Background: an optimization exercise with open tools, aiming at small area. Do not read the settings as production practice. Function was checked by simulation only, so behaviour that the tests miss may differ from the original. Power figures rest on the tool's default switching activity, not on a simulated workload. No driver is modelled on the clock port, so clocking that relies on it looks cheaper here than on a real chip.

==> 01-01 <==
==> flow/design.v <==
module fitness_collector #(
    parameter int SELF_FIT_LENGTH = 10,
    parameter int POP_SIZE        = 50,
    parameter int IDX_WIDTH       = 6
) (
    input  logic                       clk_i,
    input  logic                       rst_n,
    input  logic                       start_i,
    input  logic                       fit_valid_i,
    input  logic [SELF_FIT_LENGTH-1:0] fit_energy_i,
    input  logic                       fit_bank_i,
    input  logic                       fit_done_i,
    input  logic                       rd_bank_i,
    input  logic [IDX_WIDTH-1:0]       rd_addr_i,
    output logic [SELF_FIT_LENGTH-1:0] rd_data_ff_o,
    output logic [SELF_FIT_LENGTH-1:0] best_energy_ff_o,
    output logic [IDX_WIDTH-1:0]       best_idx_ff_o,
    output logic                       busy_ff_o,
    output logic                       gen_done_ff_o,
    output logic                       sync_err_ff_o
);
    localparam logic [IDX_WIDTH-1:0] LAST_IDX = IDX_WIDTH'(POP_SIZE - 1);
    logic [IDX_WIDTH-1:0]       wr_ptr_ff;
    logic [IDX_WIDTH-1:0]       hw_ff;
    logic [SELF_FIT_LENGTH-1:0] mem0_ff [POP_SIZE];
    logic [SELF_FIT_LENGTH-1:0] mem1_ff [POP_SIZE];
    logic [SELF_FIT_LENGTH-1:0] rd_word;
    logic idle;
    logic accept_start;
    logic accept_valid;
    logic at_last;
    logic last_valid;
    logic first_wr;
    logic wen0, wen1;
    logic [SELF_FIT_LENGTH-1:0] wdat0, wdat1;
    assign idle         = !busy_ff_o && !gen_done_ff_o;
    assign accept_start = idle && start_i;
    assign accept_valid = busy_ff_o && fit_valid_i;
    assign at_last      = (wr_ptr_ff == LAST_IDX);
    assign last_valid   = accept_valid && at_last;
    assign first_wr     = (wr_ptr_ff == hw_ff);
    always_ff @(posedge clk_i or negedge rst_n) begin
        if (!rst_n) begin
            busy_ff_o     <= 1'b0;
            gen_done_ff_o <= 1'b0;
        end else begin
            busy_ff_o     <= accept_start || (busy_ff_o && !last_valid);
            gen_done_ff_o <= last_valid;
        end
    end
    always_ff @(posedge clk_i or negedge rst_n) begin
        if (!rst_n) begin
            wr_ptr_ff <= '0;
        end else if (accept_start) begin
            wr_ptr_ff <= '0;
        end else if (accept_valid && !at_last) begin
            wr_ptr_ff <= wr_ptr_ff + IDX_WIDTH'(1);
        end
    end
    always_ff @(posedge clk_i or negedge rst_n) begin
        if (!rst_n) begin
            hw_ff <= '0;
        end else if (accept_valid && first_wr) begin
            hw_ff <= hw_ff + IDX_WIDTH'(1);
        end
    end
    always_ff @(posedge clk_i or negedge rst_n) begin
        if (!rst_n) begin
            best_energy_ff_o <= '0;
            best_idx_ff_o    <= '0;
        end else if (accept_start) begin
            best_energy_ff_o <= '1;
            best_idx_ff_o    <= '0;
        end else if (accept_valid && (fit_energy_i < best_energy_ff_o)) begin
            best_energy_ff_o <= fit_energy_i;
            best_idx_ff_o    <= wr_ptr_ff;
        end
    end
    assign wen0  = accept_valid && (!fit_bank_i || first_wr);
    assign wen1  = accept_valid && ( fit_bank_i || first_wr);
    assign wdat0 = fit_bank_i ? '0 : fit_energy_i;
    assign wdat1 = fit_bank_i ? fit_energy_i : '0;
    always_ff @(posedge clk_i) begin
        for (int i = 0; i < POP_SIZE; i++) begin
            if (wen0 && wr_ptr_ff == IDX_WIDTH'(i)) mem0_ff[i] <= wdat0;
            if (wen1 && wr_ptr_ff == IDX_WIDTH'(i)) mem1_ff[i] <= wdat1;
        end
    end
    always_comb begin
        rd_word = '0;
        for (int i = 0; i < POP_SIZE; i++) begin
            if (rd_addr_i == IDX_WIDTH'(i)) begin
                rd_word = rd_bank_i ? mem1_ff[i] : mem0_ff[i];
            end
        end
        if (!(rd_addr_i < hw_ff)) rd_word = '0;
    end
    always_ff @(posedge clk_i or negedge rst_n) begin
        if (!rst_n) begin
            rd_data_ff_o <= '0;
        end else begin
            rd_data_ff_o <= rd_word;
        end
    end
    logic sync_err_set;
    assign sync_err_set = (fit_valid_i && !busy_ff_o)
                        || (accept_valid && (fit_done_i != at_last));
    always_ff @(posedge clk_i or negedge rst_n) begin
        if (!rst_n) begin
            sync_err_ff_o <= 1'b0;
        end else if (sync_err_set) begin
            sync_err_ff_o <= 1'b1;
        end else if (accept_start) begin
            sync_err_ff_o <= 1'b0;
        end
    end
endmodule
==> flow/run.sh <==
#!/bin/bash
# synth_recipe.tcl (not shown) runs the flow's synth.tcl, then flattens the netlist and writes it again
# the make line also repeats each setting of config.mk as NAME=value (left out here)
make -C /OpenROAD-flow-scripts/flow DESIGN_CONFIG=/design/flow/config.mk WORK_HOME=/design/flow/orfs CLKGATE_MAP_FILE= SYNTH_SCRIPT=/design/flow/synth_recipe.tcl finish
==> flow/config.mk <==
export PLATFORM = sky130hd
export DESIGN_NAME = fitness_collector
export DESIGN_NICKNAME = fitness_collector
export VERILOG_FILES = /design/flow/design.v
export SDC_FILE = /design/flow/constraint.sdc
export NUM_CORES = 4
export LEC_CHECK = 0
export CAP_MARGIN = 20
export CORE_MARGIN = 2
export CORE_UTILIZATION = 40
export SLEW_MARGIN = 20
==> flow/constraint.sdc <==
create_clock -name core_clock -period 5.0 [get_ports {clk_i}]
set_input_delay 1.0000 -clock core_clock [delete_from_list [all_inputs] [get_ports {clk_i}]]
set_output_delay 1.0000 -clock core_clock [all_outputs]
set_load 0.01 [all_outputs]
==> 11-10 (differences from 01-01) <==
==> flow/design.v, changed modules only <==
module fitness_collector #(
    parameter int SELF_FIT_LENGTH = 10,
    parameter int POP_SIZE        = 50,
    parameter int IDX_WIDTH       = 6
) (
    input  logic                       clk_i,
    input  logic                       rst_n,
    input  logic                       start_i,
    input  logic                       fit_valid_i,
    input  logic [SELF_FIT_LENGTH-1:0] fit_energy_i,
    input  logic                       fit_bank_i,
    input  logic                       fit_done_i,
    input  logic                       rd_bank_i,
    input  logic [IDX_WIDTH-1:0]       rd_addr_i,
    output logic [SELF_FIT_LENGTH-1:0] rd_data_ff_o,
    output logic [SELF_FIT_LENGTH-1:0] best_energy_ff_o,
    output logic [IDX_WIDTH-1:0]       best_idx_ff_o,
    output logic                       busy_ff_o,
    output logic                       gen_done_ff_o,
    output logic                       sync_err_ff_o
);
    localparam logic [IDX_WIDTH-1:0] LAST_IDX = IDX_WIDTH'(POP_SIZE - 1);
    logic [IDX_WIDTH-1:0]       wr_ptr_ff;
    logic                       full_ff;
    logic [SELF_FIT_LENGTH-1:0] mem0_ff [POP_SIZE];
    logic [SELF_FIT_LENGTH-1:0] mem1_ff [POP_SIZE];
    logic [SELF_FIT_LENGTH-1:0] rd_word;
    logic idle;
    logic accept_start;
    logic accept_valid;
    logic at_last;
    logic last_valid;
    logic first_wr;
    logic wen0, wen1;
    logic [SELF_FIT_LENGTH-1:0] wdat0, wdat1;
    assign idle         = !busy_ff_o && !gen_done_ff_o;
    assign accept_start = idle && start_i;
    assign accept_valid = busy_ff_o && fit_valid_i;
    assign at_last      = (wr_ptr_ff == LAST_IDX);
    assign last_valid   = accept_valid && at_last;
    assign first_wr     = !full_ff;
    always_ff @(posedge clk_i or negedge rst_n) begin
        if (!rst_n) begin
            busy_ff_o     <= 1'b0;
            gen_done_ff_o <= 1'b0;
        end else begin
            busy_ff_o     <= accept_start || (busy_ff_o && !last_valid);
            gen_done_ff_o <= last_valid;
        end
    end
    always_ff @(posedge clk_i or negedge rst_n) begin
        if (!rst_n) begin
            wr_ptr_ff <= '0;
        end else if (accept_start) begin
            wr_ptr_ff <= '0;
        end else if (accept_valid && !at_last) begin
            wr_ptr_ff <= wr_ptr_ff + IDX_WIDTH'(1);
        end
    end
    always_ff @(posedge clk_i or negedge rst_n) begin
        if (!rst_n) begin
            full_ff <= 1'b0;
        end else if (last_valid) begin
            full_ff <= 1'b1;
        end
    end
    always_ff @(posedge clk_i or negedge rst_n) begin
        if (!rst_n) begin
            best_energy_ff_o <= '0;
            best_idx_ff_o    <= '0;
        end else if (accept_start) begin
            best_energy_ff_o <= '1;
            best_idx_ff_o    <= '0;
        end else if (accept_valid && (fit_energy_i < best_energy_ff_o)) begin
            best_energy_ff_o <= fit_energy_i;
            best_idx_ff_o    <= wr_ptr_ff;
        end
    end
    assign wen0  = accept_valid && (!fit_bank_i || first_wr);
    assign wen1  = accept_valid && ( fit_bank_i || first_wr);
    assign wdat0 = fit_bank_i ? '1 : ~fit_energy_i;
    assign wdat1 = fit_bank_i ? ~fit_energy_i : '1;
    always_ff @(posedge clk_i) begin
        for (int i = 0; i < POP_SIZE; i++) begin
            if (wen0 && wr_ptr_ff == IDX_WIDTH'(i)) mem0_ff[i] <= wdat0;
            if (wen1 && wr_ptr_ff == IDX_WIDTH'(i)) mem1_ff[i] <= wdat1;
        end
    end
    logic [POP_SIZE-1:0]        sel0_n, sel1_n;
    logic [SELF_FIT_LENGTH-1:0] pair [POP_SIZE];
    logic [SELF_FIT_LENGTH-1:0] rd_or;
    always_comb begin
        for (int i = 0; i < POP_SIZE; i++) begin
            sel0_n[i] = !(!rd_bank_i && (rd_addr_i == IDX_WIDTH'(i)));
            sel1_n[i] = !( rd_bank_i && (rd_addr_i == IDX_WIDTH'(i)));
        end
    end
    for (genvar i = 0; i < POP_SIZE; i++) begin : g_pair
        for (genvar k = 0; k < SELF_FIT_LENGTH; k++) begin : g_bit
            fc_rd_pair u_pair (
                .a_n_i(mem0_ff[i][k]), .sa_n_i(sel0_n[i]),
                .b_n_i(mem1_ff[i][k]), .sb_n_i(sel1_n[i]),
                .y_o(pair[i][k])
            );
        end
    end
    always_comb begin
        rd_or = '0;
        for (int i = 0; i < POP_SIZE; i++) rd_or = rd_or | pair[i];
        rd_word = (full_ff || (rd_addr_i < wr_ptr_ff)) ? rd_or : '0;
    end
    always_ff @(posedge clk_i or negedge rst_n) begin
        if (!rst_n) begin
            rd_data_ff_o <= '0;
        end else begin
            rd_data_ff_o <= rd_word;
        end
    end
    logic sync_err_set;
    assign sync_err_set = (fit_valid_i && !busy_ff_o)
                        || (accept_valid && (fit_done_i != at_last));
    always_ff @(posedge clk_i or negedge rst_n) begin
        if (!rst_n) begin
            sync_err_ff_o <= 1'b0;
        end else if (sync_err_set) begin
            sync_err_ff_o <= 1'b1;
        end else if (accept_start) begin
            sync_err_ff_o <= 1'b0;
        end
    end
endmodule
module fc_rd_pair (
    input  logic a_n_i,
    input  logic sa_n_i,
    input  logic b_n_i,
    input  logic sb_n_i,
    output logic y_o
);
    assign y_o = ~((a_n_i | sa_n_i) & (b_n_i | sb_n_i));
endmodule
==> flow/flow/run.sh (new file) <==
#!/bin/bash
# Standard layout with two changes:
#  - clock tree: fewer, larger sink clusters on clkbuf_16/clkbuf_8 and no
#    dummy loads;
#  - port buffers: every input and output port still gets a buffer, but a
#    plain buf_1 instead of the delay cell buffer_ports picks by default.
set -euo pipefail
cat >> config.mk <<'EOF'
export CTS_ARGS = -sink_clustering_enable -repair_clock_nets -sink_clustering_size 30 -sink_clustering_max_diameter 80 -buf_list {sky130_fd_sc_hd__clkbuf_16 sky130_fd_sc_hd__clkbuf_8} -dont_use_dummy_load
export BUFFER_PORTS_ARGS = -buffer_cell sky130_fd_sc_hd__buf_1
EOF
bash standard.sh > standard.log 2>&1
==> flow/standard.sh (new file) <==
#!/bin/bash
# synth_recipe.tcl (not shown) runs the flow's synth.tcl, then flattens the netlist and writes it again
# the make line also repeats each setting of config.mk as NAME=value (left out here)
make -C /OpenROAD-flow-scripts/flow DESIGN_CONFIG=/design/flow/config.mk WORK_HOME=/design/flow/orfs CLKGATE_MAP_FILE= SYNTH_SCRIPT=/design/flow/synth_recipe.tcl "${@:-finish}"
--- a/flow/config.mk
+++ b/flow/config.mk
@@ -7,5 +7,10 @@
 export LEC_CHECK = 0
-export CAP_MARGIN = 20
+export CAP_MARGIN = 10
 export CORE_MARGIN = 2
-export CORE_UTILIZATION = 40
-export SLEW_MARGIN = 20
+export CORE_UTILIZATION = 80
+export GPL_TIMING_DRIVEN = 0
+export SLEW_MARGIN = 10
+export SYNTH_HIERARCHICAL = 1
+export SYNTH_MINIMUM_KEEP_SIZE = 0
+export CTS_ARGS = -sink_clustering_enable -repair_clock_nets -sink_clustering_size 30 -sink_clustering_max_diameter 80 -buf_list {sky130_fd_sc_hd__clkbuf_16 sky130_fd_sc_hd__clkbuf_8} -dont_use_dummy_load
+export BUFFER_PORTS_ARGS = -buffer_cell sky130_fd_sc_hd__buf_1
removed: flow/run.sh
==> 12-15 (differences from 01-01) <==
==> flow/design.v, changed modules only <==
module fitness_collector #(
    parameter int SELF_FIT_LENGTH = 10,
    parameter int POP_SIZE        = 50,
    parameter int IDX_WIDTH       = 6
) (
    input  logic                       clk_i,
    input  logic                       rst_n,
    input  logic                       start_i,
    input  logic                       fit_valid_i,
    input  logic [SELF_FIT_LENGTH-1:0] fit_energy_i,
    input  logic                       fit_bank_i,
    input  logic                       fit_done_i,
    input  logic                       rd_bank_i,
    input  logic [IDX_WIDTH-1:0]       rd_addr_i,
    output logic [SELF_FIT_LENGTH-1:0] rd_data_ff_o,
    output logic [SELF_FIT_LENGTH-1:0] best_energy_ff_o,
    output logic [IDX_WIDTH-1:0]       best_idx_ff_o,
    output logic                       busy_ff_o,
    output logic                       gen_done_ff_o,
    output logic                       sync_err_ff_o
);
    localparam logic [IDX_WIDTH-1:0] LAST_IDX = IDX_WIDTH'(POP_SIZE - 1);
    logic [IDX_WIDTH-1:0]       wr_ptr_ff;
    logic                       full_ff;
    logic [SELF_FIT_LENGTH-1:0] mem0_ff [POP_SIZE];
    logic [SELF_FIT_LENGTH-1:0] mem1_ff [POP_SIZE];
    logic [SELF_FIT_LENGTH-1:0] rd_word;
    logic idle;
    logic accept_start;
    logic accept_valid;
    logic at_last;
    logic last_valid;
    logic first_wr;
    logic wen0, wen1;
    logic [SELF_FIT_LENGTH-1:0] wdat0, wdat1;
    assign idle         = !busy_ff_o && !gen_done_ff_o;
    assign accept_start = idle && start_i;
    assign accept_valid = busy_ff_o && fit_valid_i;
    assign at_last      = (wr_ptr_ff == LAST_IDX);
    assign last_valid   = accept_valid && at_last;
    assign first_wr     = !full_ff;
    always_ff @(posedge clk_i or negedge rst_n) begin
        if (!rst_n) begin
            busy_ff_o     <= 1'b0;
            gen_done_ff_o <= 1'b0;
        end else begin
            busy_ff_o     <= accept_start || (busy_ff_o && !last_valid);
            gen_done_ff_o <= last_valid;
        end
    end
    always_ff @(posedge clk_i or negedge rst_n) begin
        if (!rst_n) begin
            wr_ptr_ff <= '0;
        end else if (accept_start) begin
            wr_ptr_ff <= '0;
        end else if (accept_valid && !at_last) begin
            wr_ptr_ff <= wr_ptr_ff + IDX_WIDTH'(1);
        end
    end
    always_ff @(posedge clk_i or negedge rst_n) begin
        if (!rst_n) begin
            full_ff <= 1'b0;
        end else if (last_valid) begin
            full_ff <= 1'b1;
        end
    end
    always_ff @(posedge clk_i or negedge rst_n) begin
        if (!rst_n) begin
            best_energy_ff_o <= '0;
            best_idx_ff_o    <= '0;
        end else if (accept_start) begin
            best_energy_ff_o <= '1;
            best_idx_ff_o    <= '0;
        end else if (accept_valid && (fit_energy_i < best_energy_ff_o)) begin
            best_energy_ff_o <= fit_energy_i;
            best_idx_ff_o    <= wr_ptr_ff;
        end
    end
    assign wen0  = accept_valid && (!fit_bank_i || first_wr);
    assign wen1  = accept_valid && ( fit_bank_i || first_wr);
    assign wdat0 = fit_bank_i ? '1 : ~fit_energy_i;
    assign wdat1 = fit_bank_i ? ~fit_energy_i : '1;
    always_ff @(posedge clk_i) begin
        for (int i = 0; i < POP_SIZE; i++) begin
            if (wen0 && wr_ptr_ff == IDX_WIDTH'(i)) mem0_ff[i] <= wdat0;
            if (wen1 && wr_ptr_ff == IDX_WIDTH'(i)) mem1_ff[i] <= wdat1;
        end
    end
    logic [POP_SIZE-1:0]        sel0_n, sel1_n;
    logic [SELF_FIT_LENGTH-1:0] pair [POP_SIZE];
    logic [SELF_FIT_LENGTH-1:0] rd_or;
    always_comb begin
        for (int i = 0; i < POP_SIZE; i++) begin
            sel0_n[i] = !(!rd_bank_i && (rd_addr_i == IDX_WIDTH'(i)));
            sel1_n[i] = !( rd_bank_i && (rd_addr_i == IDX_WIDTH'(i)));
        end
    end
    for (genvar i = 0; i < POP_SIZE; i++) begin : g_pair
        for (genvar k = 0; k < SELF_FIT_LENGTH; k++) begin : g_bit
            fc_rd_pair u_pair (
                .a_n_i(mem0_ff[i][k]), .sa_n_i(sel0_n[i]),
                .b_n_i(mem1_ff[i][k]), .sb_n_i(sel1_n[i]),
                .y_o(pair[i][k])
            );
        end
    end
    always_comb begin
        rd_or = '0;
        for (int i = 0; i < POP_SIZE; i++) rd_or = rd_or | pair[i];
        rd_word = (full_ff || (rd_addr_i < wr_ptr_ff)) ? rd_or : '0;
    end
    always_ff @(posedge clk_i or negedge rst_n) begin
        if (!rst_n) begin
            rd_data_ff_o <= '0;
        end else begin
            rd_data_ff_o <= rd_word;
        end
    end
    logic sync_err_set;
    assign sync_err_set = (fit_valid_i && !busy_ff_o)
                        || (accept_valid && (fit_done_i != at_last));
    always_ff @(posedge clk_i or negedge rst_n) begin
        if (!rst_n) begin
            sync_err_ff_o <= 1'b0;
        end else if (sync_err_set) begin
            sync_err_ff_o <= 1'b1;
        end else if (accept_start) begin
            sync_err_ff_o <= 1'b0;
        end
    end
endmodule
module fc_rd_pair (
    input  logic a_n_i,
    input  logic sa_n_i,
    input  logic b_n_i,
    input  logic sb_n_i,
    output logic y_o
);
    assign y_o = ~((a_n_i | sa_n_i) & (b_n_i | sb_n_i));
endmodule
==> flow/flow/run.sh (new file) <==
#!/bin/bash
# Standard layout with two changes:
#  - clock tree: fewer, larger sink clusters on clkbuf_16/clkbuf_8 and no
#    dummy loads;
#  - port buffers: every input and output port still gets a buffer, but a
#    plain buf_1 instead of the delay cell buffer_ports picks by default.
set -euo pipefail
cat >> config.mk <<'EOF'
export CTS_ARGS = -sink_clustering_enable -repair_clock_nets -sink_clustering_size 30 -sink_clustering_max_diameter 80 -buf_list {sky130_fd_sc_hd__clkbuf_16 sky130_fd_sc_hd__clkbuf_8} -dont_use_dummy_load
export BUFFER_PORTS_ARGS = -buffer_cell sky130_fd_sc_hd__buf_1
EOF
bash standard.sh > standard.log 2>&1
==> flow/standard.sh (new file) <==
#!/bin/bash
# synth_recipe.tcl (not shown) runs the flow's synth.tcl, then flattens the netlist and writes it again
# the make line also repeats each setting of config.mk as NAME=value (left out here)
make -C /OpenROAD-flow-scripts/flow DESIGN_CONFIG=/design/flow/config.mk WORK_HOME=/design/flow/orfs CLKGATE_MAP_FILE= SYNTH_SCRIPT=/design/flow/synth_recipe.tcl "${@:-finish}"
--- a/flow/config.mk
+++ b/flow/config.mk
@@ -7,5 +7,10 @@
 export LEC_CHECK = 0
-export CAP_MARGIN = 20
+export CAP_MARGIN = 10
 export CORE_MARGIN = 2
-export CORE_UTILIZATION = 40
-export SLEW_MARGIN = 20
+export CORE_UTILIZATION = 75
+export GPL_TIMING_DRIVEN = 0
+export SLEW_MARGIN = 10
+export SYNTH_HIERARCHICAL = 1
+export SYNTH_MINIMUM_KEEP_SIZE = 0
+export CTS_ARGS = -sink_clustering_enable -repair_clock_nets -sink_clustering_size 30 -sink_clustering_max_diameter 80 -buf_list {sky130_fd_sc_hd__clkbuf_16 sky130_fd_sc_hd__clkbuf_8} -dont_use_dummy_load
+export BUFFER_PORTS_ARGS = -buffer_cell sky130_fd_sc_hd__buf_1
removed: flow/run.sh
==> impl_results.md <==
* Bufs and invs on worst path at 3
* Share of cells above drive strength 1 at 3.57%
* Routed wl met2 at 47.1 mm
* Clock Sinks at 1036
* Top cell type's share of synthesized area at 80.7%
* Worst reg2reg path depth at 5
* DR pass1 iterations at 8
* Run status: complete, no violations
* Final non-clock buffer share at 0.943%
* Initial Utilization at 80.4%
* Area growth, synth to finish at 5.93%
* Routed via count at 23433
* HPWL after detailed placement at 62.1 mm
* Asr flop ratio synth at 3.47%
* Core Rows at 79
* Synth Area in Compound Gates at 9.18%
That was 11-10.
==> impl_results.md <==
* Asr flop ratio synth at 3.47%
* DR pass1 iterations at 6
* Synth Area in Compound Gates at 9.18%
* Final non-clock buffer share at 0.897%
* Run status: complete, no violations
* Share of cells above drive strength 1 at 3.62%
* Minimum hold slack at 0.471 ns
* Comb group at 0.00148 W
* Initial Utilization at 76.0%
* HPWL after detailed placement at 61.2 mm
* Area growth, synth to finish at 6.12%
* Top cell type's share of synthesized area at 80.7%
* Core Rows at 81
* Worst reg2reg path depth at 5
* Routed wl met2 at 45.0 mm
That was 12-15.
==> impl_results.md <==
* Run status: complete, no violations
* Critical path capture point type: register
* Routed wl met2 at 68.5 mm
* Die width at 336 um
* Top cell type's share of synthesized area at 68.1%
* Commonest non-fill, non-tap cells in the layout: 1000 x edfxtp_1, 308 x mux2i_1, 219 x nor2_1, 209 x buf_4, 193 x o21ai_0
* HPWL after detailed placement at 95.3 mm
* Routed via count at 28228
* Dpl cells at 4496
* Min-delay worst type: input pin to async pin
* Area growth, synth to finish at 16.3%
* Worst reg2reg path depth at 7
* Share of cells above drive strength 1 at 19.2%
* DR pass1 iterations at 6
* CP most frequent cell: buf_4
* Asr flop ratio synth at 3.94%
* Initial Utilization at 40.4%
* Core Rows at 121
* Synth Area in Compound Gates at 9.86%
* Bufs and invs on worst path at 5
That was 01-01.

==> static timing again, ports no longer ideal <==
The flow's constraints put no driver on any port. The routed layouts listed below were extracted and timed again, unchanged, in two steps.
Step 1 assumes that a clkbuf_16 drives the clock port and a buf_2 every other input.
Step 2 times the ports against the registers' clock, not the clock port: input delays grow and output delays shrink by t, the midpoint of the rising clock arrivals with the driver on.
Three values: no drivers, after step 1, after step 2; two values: the first two.
run	t, ns	setup WS [ns]	worst setup path after step 2	worst data-port slew with drivers (ns)
01-01	0.772	0.630 / 0.676 / -0.095	input to register	0.05
11-10	0.667	0.095 / 0.124 / -0.543	input to register	0.05
12-15	0.653	0.235 / 0.270 / -0.383	input to register	0.17
With both steps, setup timing fails in every run listed, where it was met with ideal ports. The setup slack of 01-01, which loses most, moves by +0.046 ns with the drivers and by -0.725 ns with both steps.
